Source: an optimization exercise on an open RTL-to-GDS flow (aim: small area, a short achievable clock period and few clock cycles per item). Production flows keep margins and buffers that such runs may drop.
At most, simulation tests tie the RTL to the original design; equivalence was not proved.
The RTL of run 2 was laid out without a check of its function.
Power and IR drop assume default switching activity.

==> design.v <==
module result_requant_wb #(
  parameter int ADDRESSSIZE    = 10,
  parameter int MATRIX_SIZE    = 32,
  parameter int PARTIAL_SUM_BW = 24,
  parameter int DATA_BW        = 8
) (
  input  logic                                clk,
  input  logic                                rstn,
  input  logic                                start,
  input  logic [ADDRESSSIZE-1:0]              src_addr,
  input  logic [ADDRESSSIZE-1:0]              dst_addr,
  input  logic [ADDRESSSIZE:0]                num_rows,
  input  logic [3:0]                          shift,
  input  logic                                relu_en,
  output logic                                busy,
  output logic                                done,
  output logic                                res_rd_en,
  output logic [ADDRESSSIZE-1:0]              res_rd_addr,
  input  logic [PARTIAL_SUM_BW*MATRIX_SIZE-1:0] res_rd_data,
  output logic                                ub_wr_en,
  output logic [ADDRESSSIZE-1:0]              ub_wr_addr,
  output logic [DATA_BW*MATRIX_SIZE-1:0]      ub_wr_data,
  input  logic                                ub_wr_ready
);
  localparam int PSB = PARTIAL_SUM_BW;
  localparam int NM  = PSB - DATA_BW;    
  logic                   r_valid;       
  logic                   r_zero;        
  logic                   r_last;        
  logic [ADDRESSSIZE:0]   r_left;        
  logic [ADDRESSSIZE-1:0] r_rd_addr;     
  logic [ADDRESSSIZE-1:0] r_wr_addr;
  logic [3:0]             r_shift;
  logic                   r_relu_en;
  logic [NM-1:0]          r_mask;        
  logic w_acc;       
  logic w_done;
  logic w_accept;    
  logic w_nz;
  assign w_acc    = r_valid & ub_wr_ready;
  assign w_done   = r_zero | (w_acc & r_last);
  assign busy     = r_valid & ~(ub_wr_ready & r_last);
  assign done     = w_done;
  assign w_accept = start & ~busy;
  assign w_nz     = |num_rows;
  assign res_rd_en   = (w_accept & w_nz) | (w_acc & ~r_last);
  assign res_rd_addr = (r_valid & ~r_last) ? r_rd_addr + 1'b1 : src_addr;
  assign ub_wr_en    = r_valid;
  assign ub_wr_addr  = r_wr_addr;
  always_ff @(posedge clk or negedge rstn) begin
    if (!rstn) begin
      r_valid   <= 1'b0;
      r_zero    <= 1'b0;
      r_last    <= 1'b0;
      r_left    <= '0;
      r_rd_addr <= '0;
      r_wr_addr <= '0;
      r_shift   <= '0;
      r_relu_en <= 1'b0;
      r_mask    <= '0;
    end else begin
      if (w_accept) begin
        r_valid   <= w_nz;
        r_zero    <= ~w_nz;
        r_last    <= (num_rows == 1);
        r_left    <= num_rows;
        r_rd_addr <= src_addr;
        r_wr_addr <= dst_addr;
        r_shift   <= shift;
        r_relu_en <= relu_en;
        for (int i = 0; i < NM; i++) r_mask[i] <= (i >= shift);
      end else begin
        r_zero <= 1'b0;
        if (w_acc) begin
          if (r_last) begin
            r_valid <= 1'b0;
          end else begin
            r_left    <= r_left - 1'b1;
            r_last    <= (r_left == 2);
            r_rd_addr <= r_rd_addr + 1'b1;
            r_wr_addr <= r_wr_addr + 1'b1;
          end
        end
      end
    end
  end
  genvar gi;
  generate
    for (gi = 0; gi < MATRIX_SIZE; gi++) begin : g_lane
      logic [PSB-1:0]     w_x;
      logic signed [PSB:0] w_u;
      logic [NM-1:0]      w_e;
      logic               w_ovf;
      logic               w_inc;
      logic [DATA_BW-1:0] w_t;
      logic [DATA_BW-1:0] w_q;
      assign w_x   = res_rd_data[PSB*gi +: PSB];
      assign w_u   = $signed({w_x, 1'b0}) >>> r_shift;
      assign w_e   = w_x[PSB-2:DATA_BW-1] ^ {NM{w_x[PSB-1]}};
      assign w_ovf = |(w_e & r_mask);
      assign w_t   = w_u[DATA_BW:1];
      assign w_inc = w_u[0] & ~(w_t == {1'b0, {(DATA_BW-1){1'b1}}});
      assign w_q = (r_relu_en && w_x[PSB-1]) ? '0 :
                   w_ovf ? {w_x[PSB-1], {(DATA_BW-1){~w_x[PSB-1]}}} :
                           w_t + w_inc;
      assign ub_wr_data[DATA_BW*gi +: DATA_BW] = w_q;
    end
  endgenerate
endmodule
==> run.sh <==
#!/bin/bash
# synth_recipe.tcl (not shown) runs the flow's synth.tcl, then flattens the netlist and writes it again
# the make line also repeats each setting of config.mk as NAME=value (left out here)
make -C /OpenROAD-flow-scripts/flow DESIGN_CONFIG=/design/flow/config.mk WORK_HOME=/design/flow/orfs CLKGATE_MAP_FILE= SYNTH_SCRIPT=/design/flow/synth_recipe.tcl finish
==> config.mk <==
export PLATFORM = sky130hd
export DESIGN_NAME = result_requant_wb
export DESIGN_NICKNAME = result_requant_wb
export VERILOG_FILES = /design/flow/design.v
export SDC_FILE = /design/flow/constraint.sdc
export NUM_CORES = 4
export LEC_CHECK = 0
export CAP_MARGIN = 20
export CORE_MARGIN = 2
export CORE_UTILIZATION = 40
export SLEW_MARGIN = 20
==> constraint.sdc <==
create_clock -name core_clock -period 8.0 [get_ports {clk}]
set_input_delay 1.6000 -clock core_clock [delete_from_list [all_inputs] [get_ports {clk}]]
set_output_delay 1.6000 -clock core_clock [all_outputs]
set_load 0.01 [all_outputs]
==> reports/results.txt, run 1 <==
relative slew slack - 17.81%
power density over cell area - 333.5 nW/µm²
Final setup viols - 0
post-layout instance area - 53150 µm²
Cell Area, Placed - 52830 µm²
clk latency of the worst-skew pair - 0.32 ns
Die X - 327.6 µm
synthesized flop and latch total - 55
Die Height - 327.6 µm
maximum vdd ir drop - 0.3171 mV
largest net degree at the start of global routing - 150
Clock Sinks - 55
Crit Path Max Fanout - 5
post-route antenna net violation count - 0
layout cells sized above 1 - 17.55%
vias in the first global route - 43320
CP Launch Type - primary input
H-tree levels - 2
Hold WC Path Type - reg -> reg
PortBufs - 1087
total core area - 103600 µm²
routed vias/inst - 6.988
grt met2 use - 62.17%
mapped cell area - 41890 µm²
clk buf depth - 2
1st-iter DRT viols - 5094
Final HPWL DP - 171000 µm
total gr overflow - 0
LEAKAGE - 19.01 nW
final setup TNS - 0 ns
max_cap viols - 0
clock skew - 0.01454 ns
Reg clk slew, reported paths - 0.09 ns
total number of vias - 45450
1st-pass router iterations - 7
kind of end point of the critical path - output port
Boundary Pins - 1088
Hold Slack - 0.5084 ns
EDFF count, synth - 0
Primary FF master, synth - dfrtp_1
initial core utilization - 40.42%
Critical Path RT - 6.40 ns
root buffer cell - clkbuf_16
initial antenna violation count - 96
Syn Area/Cell - 9.826 µm²
Net Count, Synth - 5139
Synth warnings - 1
status - timing/DRC/antenna clean
Critical Path AT - 5.90 ns
post-synthesis cell type count - 102
# rows - 118
ys async rst share - 100.0%
M1 GR Usage - 48.13%
Max Fclk - 133.3 MHz
CTS tree - built
sequential fraction of the synthesis area - 3.286%
area growth from synthesis to layout - 26.87%
Gate Count Post-Synth - 4263
WS Path Type - in -> out
die area - 107300 µm²
minimum clock period - 7.502 ns
first-pass GRT wire length - 315200 µm
Final Cycle Share - 93.78%
CTS Buf Count - 5
drc violations - 0
GR Util met3 - 11.21%
post-CTS setup buffers - 0
Final Core Density - 51.28%
GRT busiest layer - met2
Routed wire per std cell - 34.54 µm
cts repair resizes - 0
max-slew violations - 0
gpl congestion - 1.008
nets - 5934
final hold violations - 0
DRT Wirelength - 224600 µm
GRT Total Usage - 39.83%
CTS Hold Bufs - 0
Worst Max-Slew Pin Slew - 1.230 ns
Total Power - 17.73 mW
RSZ-0062 raised after global routing - false
==> final cells by class <==
cell class,instances,area [µm²]
flip-flops and latches,55,1413
repair buffers,1195,11920
inverters,74,290.3
clock buffers,5,125.1
clock inverters,3,33.78
well taps,1380,1727
fillers,9629,50500
multi-input cells,3727,37470
diodes,64,160.2
==> per-stage QoR <==
stage          worst slack (ns)  instances
6_report                 0.4976       6503
5_1_grt                  0.3385       6488
4_1_cts                  0.5611       6439
3_5_place_dp             0.5711       6431
3_3_place_gp             0.5659       6431
2_1_floorplan             1.822       4263
==> kinds of logic (layout without fill, tap and decap cells) <==
| family | Yosys count | after routing | synth area share [%] |
|---|---|---|---|
| DFF | 55 | 55 | 3.286 |
| buffers and inverters | 481 | 1277 | 7.398 |
| other | 0 | 64 | 0 |
| adders and majority gates | 68 | 68 | 2.031 |
| and+or+nand+nor | 863 | 863 | 10.53 |
| xor gates and xnor gates | 657 | 657 | 13.74 |
| AOI/OAI and AO/OA | 1188 | 1188 | 19.43 |
| muxes | 951 | 951 | 43.59 |
==> registers in the layout (all words and copies together) (netlist names) <==
name and count:
r_last 1, r_left 11, r_mask 16, r_rd_addr 10, r_relu_en 1, r_shift 4, r_valid 1, r_wr_addr 10
r_zero 1
==> final timing paths <==
check | start | endpoint | slack [ns] | depth (start not counted)
setup reg to reg | r_last | r_rd_addr[6] | 5.19 | 6
hold / removal | r_rd_addr[1] | r_rd_addr[1] | 0.51 | 2
hold reg to reg | r_rd_addr[1] | r_rd_addr[1] | 0.51 | 2
setup / recovery | res_rd_data[320] | ub_wr_data[110] | 0.50 | 12
min in group asynchronous | rstn | r_wr_addr[4] | 1.43 | 2
max in group asynchronous | rstn | r_shift[2] | 5.92 | 2
==> worst max-delay path, cell delays in order <==
cell and delay, ns:
clkdlybuf4s50_1 0.50, mux4_4 0.65, mux4_2 0.52, and3_1 0.23, and4_1 0.18, a211oi_1 0.30
ha_1 0.22, and2_1 0.14, nand3_1 0.15, or4_1 0.54, a31oi_1 0.24, clkdlybuf4s50_1 0.62
==> cell usage in the layout (no fill, tap or decap), types with 19 or more instances in the layout <==
master / n
nand2_1: 247
xnor2_1: 99
a221oi_1: 22
o22ai_1: 48
a22o_1: 22
mux2_2: 155
a22oi_1: 279
a21o_1: 40
inv_1: 71
nand3_1: 73
clkdlybuf4s50_1: 1086
o21ai_1: 24
or2_2: 21
diode_2: 64
nor2_1: 184
and3_1: 26
o211ai_1: 22
buf_4: 89
a31oi_1: 68
a21oi_1: 214
o21ai_0: 190
dfrtp_1: 34
mux4_2: 507
a211oi_1: 30
mux4_1: 129
a21boi_1: 30
or4_1: 26
nor3_1: 52
o22a_1: 36
xor2_1: 558
ha_1: 68
o31ai_1: 22
nand4_1: 78
buf_12: 19
mux2i_1: 152
==> synth_stat cells (55+ instances only) <==
cell	number	area, µm²
a21oi_1	214	1071
a22oi_1	279	2095
a31oi_1	68	425.4
buf_2	68	340.3
clkbuf_1	161	604.3
dfrtp_1	55	1376
ha_1	68	850.8
inv_1	73	274.0
mux2_2	155	1745
mux2i_1	152	1521
mux4_1	129	3390
mux4_2	507	11420
nand2_1	249	934.7
nand3_1	73	365.4
nand4_1	78	488.0
nor2_1	186	698.2
o21ai_0	190	950.9
xnor2_1	99	867.1
xor2_1	558	4887
==> report_power, final <==
part / switching [mW] / leakage (nW) / internal, mW
clock network: 0.129 / 0.0776 / 0.121
logic: 9.12 / 18.3 / 7.36
registers: 0.591 / 0.658 / 0.398
==> metal layers <==
layer / vias to the layer above / wire (µm)
li1: 18950 / -
met2: 3342 / 100500
met1: 22330 / 79950
met5: - / 466
met4: 70 / 17640
met3: 758 / 26070
Testbench counts, summed over its fixed seeds: cycles 6,864, rows 6,022.
==> run 2, diff against run 1 <==
--- a/design.v
+++ b/design.v
@@ -34,3 +34,4 @@
   logic                   r_relu_en;
-  logic [NM-1:0]          r_mask;        
+  logic [NM-1:0]          r_mask;
+  logic [3:0]             r_sa, r_sb;     
   logic w_acc;       
@@ -60,2 +61,4 @@
       r_mask    <= '0;
+      r_sa      <= '0;
+      r_sb      <= '0;
     end else begin
@@ -71,2 +74,4 @@
         for (int i = 0; i < NM; i++) r_mask[i] <= (i >= shift);
+        for (int i = 0; i < 4; i++) r_sa[i] <= (shift[3:2] == i);
+        for (int i = 0; i < 4; i++) r_sb[i] <= (shift[1:0] == i);
       end else begin
@@ -97,5 +102,16 @@
       assign w_x   = res_rd_data[PSB*gi +: PSB];
-      assign w_u   = $signed({w_x, 1'b0}) >>> r_shift;
+      logic [12:0] w_v; logic [8:0] w_uu;
+      for (genvar k = 0; k < 13; k++) begin : g_s1
+        logic [3:0] w_c;
+        for (genvar j = 0; j < 4; j++) begin : g_c
+          assign w_c[j] = (k + 4*j + 1 <= PSB) ? ((k + 4*j == 0) ? 1'b0 : w_x[(k+4*j-1 < PSB) ? k+4*j-1 : PSB-1]) : w_x[PSB-1];
+        end
+        assign w_v[k] = |(w_c & r_sa);
+      end
+      for (genvar k = 0; k < 9; k++) begin : g_s2
+        assign w_uu[k] = |(w_v[k +: 4] & r_sb);
+      end
+      assign w_u = 25'(w_uu);
       assign w_e   = w_x[PSB-2:DATA_BW-1] ^ {NM{w_x[PSB-1]}};
-      assign w_ovf = |(w_e & r_mask);
+      assign w_ovf = w_x[PSB-1] ? ~&(w_x[PSB-2:DATA_BW-1] | ~r_mask) : |(w_x[PSB-2:DATA_BW-1] & r_mask);
       assign w_t   = w_u[DATA_BW:1];
==> flow/run.sh (new file) <==
#!/bin/bash
# Standard layout, with plain buf_1 cells as the port buffers (the resizer
# may still upsize them). Each tool's output goes to its own log file here.
set -euo pipefail
bash standard.sh BUFFER_PORTS_ARGS="-buffer_cell sky130_fd_sc_hd__buf_1" finish > make_finish.log 2>&1
==> standard.sh (new file) <==
#!/bin/bash
# synth_recipe.tcl (not shown) runs the flow's synth.tcl, then flattens the netlist and writes it again
# the make line also repeats each setting of config.mk as NAME=value (left out here)
make -C /OpenROAD-flow-scripts/flow DESIGN_CONFIG=/design/flow/config.mk WORK_HOME=/design/flow/orfs CLKGATE_MAP_FILE= SYNTH_SCRIPT=/design/flow/synth_recipe.tcl "${@:-finish}"
--- a/config.mk
+++ b/config.mk
@@ -10,2 +10,3 @@
 export CORE_UTILIZATION = 40
+export SETUP_SLACK_MARGIN = 2
 export SLEW_MARGIN = 20
removed: run.sh
==> run 2 against run 1 <==
Effect of this change:
- the run now fails in I/O pin placement (3_2_place_iop)
- area after synthesis fell by 24%
- synthesized cell count rose by 9.8%
==> reports/results.txt, run 2 <==
Die Height - 286.7 µm
post-synthesis cell type count - 98
count leader, synth - o21ai_0
stopping stage - I/O pin placement (3_2_place_iop)
EDFF count, synth - 0
ys async rst share - 100.0%
Commonest cells post-synth - o21ai_0 (593), a22o_1 (473), nand2_1 (411)
status - aborted with a tool error
# rows - 103
Die X - 286.7 µm
synth top area cells - a22o_1 (13%), a22oi_1 (9.4%), o21ai_0 (9.3%)
mapped cell area - 31960 µm²
tool error - [ERROR PPL-0024] Number of IO pins (1088) exceeds maximum number of available positions (1034). Increase the die perimeter from 1146.70um to 1479.68um.
sequential fraction of the synthesis area - 4.541%
Primary FF master, synth - dfrtp_1
post-synth top area share - 12.96%
initial core utilization - 40.46%
Synth warnings - 1
Yosys top cell by area - a22o_1
Gate Count Post-Synth - 4681
Net Count, Synth - 5557
synthesized flop and latch total - 58
Syn Area/Cell - 6.828 µm²
==> run 2: cell families after synthesis <==
kind of cell | after synthesis | share of synthesized area [%]
xor gates and xnor gates | 134 | 3.672
adders and majority gates | 68 | 2.662
DFF | 58 | 4.541
and+or+nand+nor | 1295 | 21.09
muxes | 6 | 0.1996
AOI/OAI and AO/OA | 2624 | 60.11
buffers and inverters | 496 | 7.727

-- port drivers added, routing unchanged --
The results above use ideal ports. As a check the final layout listed here was re-extracted and re-timed, cells and wires unchanged.
Step 1 sets driving cells, clkbuf_16 on the clock port and buf_2 on the other inputs (assumed; they add their load-dependent delay and slew).
Step 2 moves the port delays by t, midway between the first and last clock arrival at a register: inputs arrive t later, outputs are due t later. That takes back most of the time a late clock gives input paths.
Three values: ideal ports, drivers, drivers and shift; two values: the first two.
run: run 1
t (ns): 0.364
setup WS [ns]: 0.498 / 0.467 / 0.467
worst register clock-pin slew, ns: 0.09 / 0.09
worst data-port slew with drivers (ns): 0.23
cell pins on the clock port's net: 1
After both steps run 1 still meets setup and hold. For run 1, drivers alone change the setup slack by -0.031 ns; drivers and shift together by -0.031 ns.
